What follows belongs to an exercise in optimizing a design on an open flow for small area, a short achievable clock period and few clock cycles; a production flow would make more cautious choices.
At most, simulation tests tie the RTL to the original design; equivalence was not proved.

the baseline:
// sparse_fmap_loader
module sparse_fmap_loader (
    input  logic                         clk,
    input  logic                         rst_n,
    input  logic                         start,
    input  fmap_pkg::mem_addr_t          cfg_read_addr,
    input  fmap_pkg::dim_t               cfg_width,
    input  fmap_pkg::dim_t               cfg_height,
    input  fmap_pkg::fmap_cnt_t          cfg_num_fmap,
    output logic                         mem_req,
    output fmap_pkg::mem_addr_t          mem_addr,
    output logic [fmap_pkg::LEN_W-1:0]   mem_len,
    input  logic                         mem_grant,
    input  fmap_pkg::mem_word_t          mem_din,
    input  logic                         mem_vld,
    input  logic                         mem_fin,
    output logic                         px_req,
    input  logic                         px_grant,
    output fmap_pkg::px_addr_t           px_addr,
    output logic                         px_wr_vld,
    output fmap_pkg::pixel_t             px_dout,
    output logic                         track_write,
    output fmap_pkg::px_addr_t           track_din,
    output logic                         busy,
    output logic                         done
);
make LEC_CHECK=0 CAP_MARGIN=20 CORE_MARGIN=2 CORE_UTILIZATION=40 SETUP_SLACK_MARGIN=2.5 SLEW_MARGIN=20 finish   # period 5.5 ns
run.sh (not shown) runs the stock make flow with config.mk's settings and CLKGATE_MAP_FILE= SYNTH_SCRIPT=/design/flow/synth_recipe.tcl, a recipe that flattens the netlist after the stock synthesis.
Having completed the whole flow, the baseline delivered a layout that passed the timing, design-rule and antenna checks.
Testbench counts of the baseline, summed over its fixed seeds: cycles 40,763.
> inputs changed (the baseline -> the candidate)
- setting ABC_CLOCK_PERIOD_IN_PS to 2800 for the first time
### Flow results
The baseline → the candidate: total iterations of the first detailed-routing run saw little to no change, highest achievable clock rate flat. Vias per cell: the candidate vs the baseline identical. From the baseline to the candidate, final period demand of the worst path did not move at all. Any difference in clock input transition at the sequential cells of the worst setup and hold paths between the candidate and the baseline is small enough to ignore. From the candidate to the baseline, number of instances resized during post-cts repair did not move at all.

---

## TR
Another version of the RTL of sparse_fmap_loader (not shown whole).
Size: roughly 1400 cells after synthesis, about 470 flip-flops, about 200 I/O pins.
==> flow/design.v (excerpt) <==
module sparse_fmap_loader (
    input  logic                         clk,
    input  logic                         rst_n,
    input  logic                         start,
    input  fmap_pkg::mem_addr_t          cfg_read_addr,
    input  fmap_pkg::dim_t               cfg_width,
    input  fmap_pkg::dim_t               cfg_height,
    input  fmap_pkg::fmap_cnt_t          cfg_num_fmap,
    output logic                         mem_req,
    output fmap_pkg::mem_addr_t          mem_addr,
    output logic [fmap_pkg::LEN_W-1:0]   mem_len,
    input  logic                         mem_grant,
    input  fmap_pkg::mem_word_t          mem_din,
    input  logic                         mem_vld,
    input  logic                         mem_fin,
    output logic                         px_req,
    input  logic                         px_grant,
    output fmap_pkg::px_addr_t           px_addr,
    output logic                         px_wr_vld,
    output fmap_pkg::pixel_t             px_dout,
    output logic                         track_write,
    output fmap_pkg::px_addr_t           track_din,
    output logic                         busy,
    output logic                         done
);
    logic [4:0] cseg_m1;    
    logic [9:0] cfm;        
    logic [4:0] fcol;       
    logic [9:0] ffm;        
    logic [8:0] frow;       
    logic       fcol_z;
    logic       ffm_1;
    logic       f_last_row;
    logic       f_last_frame;
    assign fcol_z       = (fcol == 5'd0);
  ...
Settings: LEC_CHECK=0, CAP_MARGIN=20, CORE_MARGIN=2, CORE_UTILIZATION=60, CTS_CLUSTER_DIAMETER=100, CTS_CLUSTER_SIZE=30, SETUP_SLACK_MARGIN=3.3, SLEW_MARGIN=20, BUFFER_PORTS_ARGS=-buffer_cell sky130_fd_sc_hd__buf_1; clock period 5.5 ns.
standard.sh (not shown) runs the stock make flow with config.mk's settings and CLKGATE_MAP_FILE= SYNTH_SCRIPT=/design/flow/synth_recipe.tcl, a recipe that flattens the netlist after the stock synthesis.
==> flow/flow/run.sh <==
#!/bin/bash
set -euo pipefail
echo 'export BUFFER_PORTS_ARGS = -buffer_cell sky130_fd_sc_hd__buf_1' >> config.mk
bash standard.sh > standard.log 2>&1
TR has completed all stages; timing, DRC and antenna checks passed.
The inputs of JK differ from those of TR as listed below.
- swapping 3.3 for 3.2 in SETUP_SLACK_MARGIN
==> comparison <==
- The higher sequential cell area came out of TR.
- The biggest fanout along the worst timing path of JK is higher than that of TR.
- JK vs. TR: number of resized instances in the post-cts repair step shows a reduction of about 70%; HPWL after detailed placement now sits higher; worst-case clock skew about even; buffer and inverter count on the worst path picked up an extra 3; arrival time at the worst endpoint increased 0.11 ns.
- Looking only at number of buffers other than clock buffers in the final layout, and setting everything else aside, the higher value of TR and JK goes to TR.
- JK reports a higher overall fraction of global-route tracks in use than TR does.
- Area of all placed cells without fillers (JK vs. TR) decreases slightly
Function was not checked in any run of this note: the RTL went through the layout flow alone.

---

## v6
sparse_fmap_loader, a different RTL version from the one above (not shown whole).
For scale: roughly 200 I/O pins.
export LEC_CHECK = 0
export CAP_MARGIN = 20
export CORE_MARGIN = 2
export CORE_UTILIZATION = 75
export CTS_CLUSTER_DIAMETER = 100
export CTS_CLUSTER_SIZE = 25
export SETUP_SLACK_MARGIN = 3.3
export SLEW_MARGIN = 20
export BUFFER_PORTS_ARGS = -buffer_cell sky130_fd_sc_hd__buf_1
create_clock -name core_clock -period 5.5 [get_ports {clk}]
Scripts as last shown in full above: flow/flow/run.sh
Testbench counts of v6, summed over its fixed seeds: cycles 40,856.
Here is what was changed in the inputs of v7 compared with v6.
--- a/flow/config.mk
+++ b/flow/config.mk
@@ -9,3 +9,3 @@
 export CORE_MARGIN = 2
-export CORE_UTILIZATION = 75
+export CORE_UTILIZATION = 60
 export CTS_CLUSTER_DIAMETER = 100
==> comparison <==
Every run in the comparison, v7 and v6, completed the flow with a clean layout. Critical path startpoint: mem_addr[18] -> v6, mem_addr[30] -> v7. Global-route usage ended up 6.4 points lower on v7 than on v6. The met2 global-route usage in v7 sits 11 points below the value recorded for v6. v7 against v6: synthesis-to-finish area growth now larger; routed length on met2 now smaller; utilization of the core after routing now smaller.

---

run 1:
The RTL this note starts from:
==> flow/design.v <==
package fmap_pkg;
    localparam int PIXEL_W    = 16;
    localparam int MAP_W      = 16;
    localparam int SEG_PIXELS = 16;   
    localparam int MEM_ADDR_W = 32;
    localparam int MEM_DATA_W = 32;
    localparam int PX_ADDR_W  = 20;
    localparam int LEN_W      = 4;    
    typedef logic [PIXEL_W-1:0]    pixel_t;
    typedef logic [MEM_DATA_W-1:0] mem_word_t;
    typedef logic [MEM_ADDR_W-1:0] mem_addr_t;
    typedef logic [PX_ADDR_W-1:0]  px_addr_t;
    typedef logic [MAP_W-1:0]      sparsity_map_t;
    typedef logic [4:0] pop_count_t;
    typedef logic [8:0] dim_t;
    typedef logic [9:0] fmap_cnt_t;
endpackage
`timescale 1ns/100ps
module sparse_fmap_loader (
    input  logic                         clk,
    input  logic                         rst_n,
    input  logic                         start,
    input  fmap_pkg::mem_addr_t          cfg_read_addr,
    input  fmap_pkg::dim_t               cfg_width,
    input  fmap_pkg::dim_t               cfg_height,
    input  fmap_pkg::fmap_cnt_t          cfg_num_fmap,
    output logic                         mem_req,
    output fmap_pkg::mem_addr_t          mem_addr,
    output logic [fmap_pkg::LEN_W-1:0]   mem_len,
    input  logic                         mem_grant,
    input  fmap_pkg::mem_word_t          mem_din,
    input  logic                         mem_vld,
    input  logic                         mem_fin,
    output logic                         px_req,
    input  logic                         px_grant,
    output fmap_pkg::px_addr_t           px_addr,
    output logic                         px_wr_vld,
    output fmap_pkg::pixel_t             px_dout,
    output logic                         track_write,
    output fmap_pkg::px_addr_t           track_din,
    output logic                         busy,
    output logic                         done
);
    logic [4:0] cseg_m1;    
    logic [9:0] cfm;        
    logic [4:0] fcol;       
    logic [9:0] ffm;        
    logic [8:0] frow;       
    logic       fcol_z;
    logic       ffm_1;
    logic       f_last_row;
    logic       f_last_frame;
    assign fcol_z       = (fcol == 5'd0);
    assign ffm_1        = (ffm == 10'd1);
    assign f_last_row   = fcol_z && ffm_1;
    assign f_last_frame = f_last_row && (frow == 9'd1);
    typedef enum logic [2:0] {I_IDLE, I_MAP, I_MWAIT, I_PIX, I_SLOT} istate_t;
    istate_t istate;
    logic    accept;
    logic    map_acc;
    logic    a_carry;    
    logic    map_in;     
    logic    map_zero;   
    logic        n_valid;    
    logic        n_wv;       
    logic        n_ready;    
    logic        n_lr;       
    logic        n_lf;       
    logic [15:0] n_map;
    logic        n_odd;      
    logic [3:0]  n_len;
    logic        ret_pix;
    logic [31:0] wbuf [8];
    logic [7:0]  wq;         
    logic [7:0]  pq;         
    logic        hq;         
    logic [7:0]  pq_rot;
    logic        step_en;
    logic [11:0] nib;        
    logic [3:0]  pc_hi;      
    logic [3:0]  pc_lo;
    logic        map_in_q2;
    logic [4:0]  nib_sum;    
    logic [3:0]  len_q;      
    logic        map_in_q;
    logic [3:0]  freec;
    logic        wr;
    logic        adv;
    logic        bursting;   
    logic        b_empty;
    logic [15:0] b_map;      
    logic        b_lr;
    logic        b_lf;
    logic [3:0]  beat;
    logic        b_odd;      
    logic        bit_set;
    logic        bit_d;      
    logic        last_beat;  
    logic        b_load;
    logic        move;
    logic        can_pix;
    logic [15:0] seg_cnt;    
    logic [15:0] px_d;
    function automatic logic [2:0] ones4(input logic [3:0] n);
        ones4 = 3'(n[0]) + 3'(n[1]) + 3'(n[2]) + 3'(n[3]);
    endfunction
    assign nib_sum   = 5'(pc_hi) + 5'(pc_lo);
    assign len_q     = 4'((nib_sum + 5'd1) >> 1);
    assign accept    = mem_req && mem_grant;
    assign map_in    = mem_vld && !ret_pix;
    assign map_zero  = (mem_din[31:16] == 16'h0000);
    assign map_acc   = accept && (istate == I_MAP);
    assign wr        = mem_vld && ret_pix;
    assign b_empty   = !bursting && !px_req;
    assign bit_set   = b_map[15];
    assign b_load    = b_empty || last_beat;
    assign move      = (n_ready || (wr && mem_fin)) && b_load;
    assign adv    = bursting && ((bit_set && !hq) || (last_beat && hq));
    assign pq_rot = {pq[6:0], pq[7]};
    assign step_en  = bursting || (px_req && px_grant);
    assign can_pix = ({1'b0, n_len} <= freec) ||
                     (bursting && ({1'b0, n_len} + {4'd0, b_odd} <= {1'b0, beat} + 5'd3));
    always_comb begin
        px_d = 16'h0000;
        for (int i = 0; i < 8; i++) begin
            px_d = px_d | ({16{bit_d && pq[i] && !hq}} & wbuf[i][15:0])
                        | ({16{bit_d && pq[i] &&  hq}} & wbuf[i][31:16]);
        end
    end
    assign px_wr_vld = bursting;
    assign px_addr   = {seg_cnt, 4'b0000};
    assign track_din = {seg_cnt, 4'b0000};
    always_ff @(posedge clk) begin
        for (int i = 0; i < 8; i++) begin
            if (wr && wq[i]) wbuf[i] <= mem_din;
        end
        px_dout <= px_d;
        nib     <= {ones4(mem_din[31:28]), ones4(mem_din[27:24]),
                    ones4(mem_din[23:20]), ones4(mem_din[19:16])};
        pc_hi   <= 4'(nib[11:9]) + 4'(nib[8:6]);
        pc_lo   <= 4'(nib[5:3]) + 4'(nib[2:0]);
        if (map_in_q2) begin
            n_odd <= nib_sum[0];
            n_len <= len_q;
        end
    end
    always_ff @(posedge clk) begin
        if (start) begin
            cseg_m1 <= cfg_width[8:4] - {4'd0, cfg_width[3:0] == 4'd0};
            cfm     <= cfg_num_fmap;
        end
        if (start) begin
            fcol <= cfg_width[8:4] - {4'd0, cfg_width[3:0] == 4'd0};
            ffm  <= cfg_num_fmap;
            frow <= cfg_height;
        end else if (map_acc) begin
            if (!fcol_z) begin
                fcol <= fcol - 5'd1;
            end else begin
                fcol <= cseg_m1;
                if (!ffm_1) begin
                    ffm <= ffm - 10'd1;
                end else begin
                    ffm  <= cfm;
                    frow <= frow - 9'd1;
                end
            end
        end
        if (map_acc) begin
            n_lr <= f_last_row;
            n_lf <= f_last_frame;
        end
    end
    always_ff @(posedge clk or negedge rst_n) begin
        if (!rst_n) begin
            istate  <= I_IDLE;
            mem_req <= 1'b0;
        end else begin
            case (istate)
                I_IDLE: if (start) begin
                    mem_req <= 1'b1;
                    istate  <= I_MAP;
                end
                I_MAP: if (mem_grant) begin
                    mem_req <= 1'b0;
                    istate  <= I_MWAIT;
                end
                I_MWAIT: if (n_ready) begin
                    istate <= n_lf ? I_IDLE : I_SLOT;
                end else if ((map_in_q2 && (freec == 4'd8)) || (n_wv && can_pix)) begin
                    mem_req <= 1'b1;
                    istate  <= I_PIX;
                end
                I_PIX: if (mem_grant) begin
                    mem_req <= 1'b0;
                    istate  <= n_lf ? I_IDLE : I_SLOT;
                end
                I_SLOT: if (!n_valid || move) begin
                    mem_req <= 1'b1;
                    istate  <= I_MAP;
                end
                default: istate <= I_IDLE;
            endcase
        end
    end
    always_ff @(posedge clk) begin
        if (start && (istate == I_IDLE)) begin
            mem_addr <= cfg_read_addr;
            a_carry  <= 1'b0;
        end else begin
            {a_carry, mem_addr[7:2]} <= {1'b0, mem_addr[7:2]} + {3'b000, accept ? mem_len : 4'd0};
            mem_addr[31:8] <= mem_addr[31:8] + {23'd0, a_carry};
        end
        if (istate == I_MWAIT) mem_len <= map_in_q2 ? len_q : n_len;
        else if (istate == I_PIX) mem_len <= n_len;
        else mem_len <= 4'd1;
    end
    always_ff @(posedge clk or negedge rst_n) begin
        if (!rst_n) begin
            n_valid <= 1'b0;
            n_wv    <= 1'b0;
            n_ready <= 1'b0;
            ret_pix <= 1'b0;
            map_in_q <= 1'b0;
            map_in_q2 <= 1'b0;
        end else begin
            map_in_q  <= map_in;
            map_in_q2 <= map_in_q;
            n_wv      <= ((map_in_q2 && n_valid) || n_wv) && !move;
            if (map_acc) n_valid <= 1'b1;
            if (mem_vld) begin
                if (!ret_pix) begin
                    n_ready <= map_zero;
                    ret_pix <= !map_zero;
                end else if (mem_fin) begin
                    n_ready <= 1'b1;
                    ret_pix <= 1'b0;
                end
            end
            if (move) begin
                n_valid <= 1'b0;
                n_ready <= 1'b0;
            end
        end
    end
    always_ff @(posedge clk) begin
        if (map_in) n_map <= mem_din[31:16];
    end
    always_ff @(posedge clk or negedge rst_n) begin
        if (!rst_n) begin
            wq    <= 8'd1;
            pq    <= 8'd1;
            hq    <= 1'b0;
            freec <= 4'd8;
        end else begin
            if (wr) wq <= {wq[6:0], wq[7]};
            if (last_beat) begin
                if (hq) pq <= pq_rot;
                hq <= 1'b0;
            end else if (step_en && bit_d) begin
                if (hq) pq <= pq_rot;
                hq <= !hq;
            end
            if (wr && !adv) freec <= freec - 4'd1;
            else if (adv && !wr) freec <= freec + 4'd1;
        end
    end
    always_ff @(posedge clk) begin
        if (start) seg_cnt <= '0;
        else if (last_beat) seg_cnt <= seg_cnt + 16'd1;
        if (b_load) b_odd <= n_odd;
        if (b_load) bit_d <= n_map[15];
        else if (px_req) bit_d <= px_grant ? b_map[14] : b_map[15];
        else bit_d <= b_map[13];
        if (b_load) begin
            b_map <= n_map;
            b_lr  <= n_lr;
            b_lf  <= n_lf;
        end else if (bursting) begin
            b_map <= {b_map[14:0], 1'b1};
        end
    end
    always_ff @(posedge clk or negedge rst_n) begin
        if (!rst_n) begin
            bursting    <= 1'b0;
            px_req      <= 1'b0;
            beat        <= '0;
            last_beat   <= 1'b0;
            track_write <= 1'b0;
            done        <= 1'b0;
            busy        <= 1'b0;
        end else begin
            track_write <= last_beat && b_lr;
            done        <= last_beat && b_lf;
            if (start) busy <= 1'b1;
            else if (done) busy <= 1'b0;
            if (bursting) beat <= beat + 4'd1;
            last_beat <= bursting && (beat == 4'd14);
            if (px_req && px_grant) begin
                px_req   <= 1'b0;
                bursting <= 1'b1;
            end
            if (last_beat) bursting <= 1'b0;
            if (move) px_req <= 1'b1;
        end
    end
endmodule
==> flow/config.mk <==
export PLATFORM = sky130hd
export DESIGN_NAME = sparse_fmap_loader
export DESIGN_NICKNAME = sparse_fmap_loader
export VERILOG_FILES = /design/flow/design.v
export SDC_FILE = /design/flow/constraint.sdc
export NUM_CORES = 4
export LEC_CHECK = 0
export CAP_MARGIN = 20
export CORE_MARGIN = 2
export CORE_UTILIZATION = 65
export CTS_CLUSTER_DIAMETER = 100
export CTS_CLUSTER_SIZE = 30
export SETUP_SLACK_MARGIN = 3.3
export SLEW_MARGIN = 20
export BUFFER_PORTS_ARGS = -buffer_cell sky130_fd_sc_hd__buf_1
==> flow/constraint.sdc <==
create_clock -name core_clock -period 5.5 [get_ports {clk}]
set_input_delay 1.1000 -clock core_clock [delete_from_list [all_inputs] [get_ports {clk}]]
set_output_delay 1.1000 -clock core_clock [all_outputs]
set_load 0.01 [all_outputs]
Scripts as last shown in full above: flow/flow/run.sh
Run 1 finished end to end and its layout was clean on timing, DRC and antenna.
Testbench counts of run 1, summed over its fixed seeds: cycles 40,504.
What run 2 does differently from run 1 at the input level:
-- flow/config.mk --
<<< run 1, line 8
export CAP_MARGIN = 20
export CORE_MARGIN = 2
export CORE_UTILIZATION = 65
export CTS_CLUSTER_DIAMETER = 100
export CTS_CLUSTER_SIZE = 30
>>> run 2, line 8
export CAP_MARGIN = 20
export CORE_MARGIN = 2
export CORE_UTILIZATION = 60
export CTS_CLUSTER_DIAMETER = 100
export CTS_CLUSTER_SIZE = 30
### Flow results
For run 1, the highest routed metal layer was met5, unlike run 2, where it was met4. Compare run 2 and run 1 | core utilization lower: run 2. Worst setup slack (run 2 over run 1): increase, 0.015 ns. The area of all placed cells without fillers was comparable across run 2 and run 1. There was hardly any difference in flip-flop and latch count between run 1 and run 2.

-- afterwards: timing with drivers on the ports --
In the flow no input, the clock included, has a driving cell. The finished layouts below were timed again as built, in two steps.
Step 1: set_driving_cell puts a clkbuf_16 on clk and a buf_2 on each other input, an assumption about the parent block.
Step 2 adds t to the input delays and takes it off the output delays; t is the mean of the earliest and latest rising clock arrival at the registers after step 1. Input paths then give back, and output paths get back, about the clock's delay inside the block.
Three values: ideal, step 1, step 2; two values: the first two.
run | t (ns) | setup slack, ns | hold slack, ns | clock arrival spread, ns | worst register clock-pin slew, ns
the baseline | 0.633 | 2.101 / 2.101 / 1.909 | 0.427 / 0.427 / 0.427 | 0.028 / 0.028 | 0.06 / 0.06
the candidate | 0.633 | 2.101 / 2.101 / 1.909 | 0.427 / 0.427 / 0.427 | 0.028 / 0.028 | 0.06 / 0.06
TR | 0.586 | 3.200 / 3.200 / 2.766 | 0.367 / 0.367 / 0.367 | 0.023 / 0.022 | 0.11 / 0.11
JK | 0.585 | 3.234 / 3.203 / 2.677 | 0.380 / 0.380 / 0.380 | 0.015 / 0.015 | 0.11 / 0.11
v6 | 0.599 | 3.253 / 3.199 / 2.716 | 0.370 / 0.370 / 0.370 | 0.024 / 0.025 | 0.10 / 0.10
v7 | 0.610 | 3.251 / 3.200 / 2.720 | 0.355 / 0.355 / 0.355 | 0.028 / 0.028 | 0.11 / 0.11
run 1 | 0.579 | 3.272 / 3.219 / 2.782 | 0.359 / 0.359 / 0.359 | 0.030 / 0.029 | 0.12 / 0.12
run 2 | 0.601 | 3.286 / 3.232 / 2.775 | 0.363 / 0.363 / 0.363 | 0.021 / 0.021 | 0.12 / 0.12
After both steps setup and hold are still met in every run listed. The setup slack of JK, which loses most, moves by -0.031 ns with the drivers and by -0.557 ns with both steps.
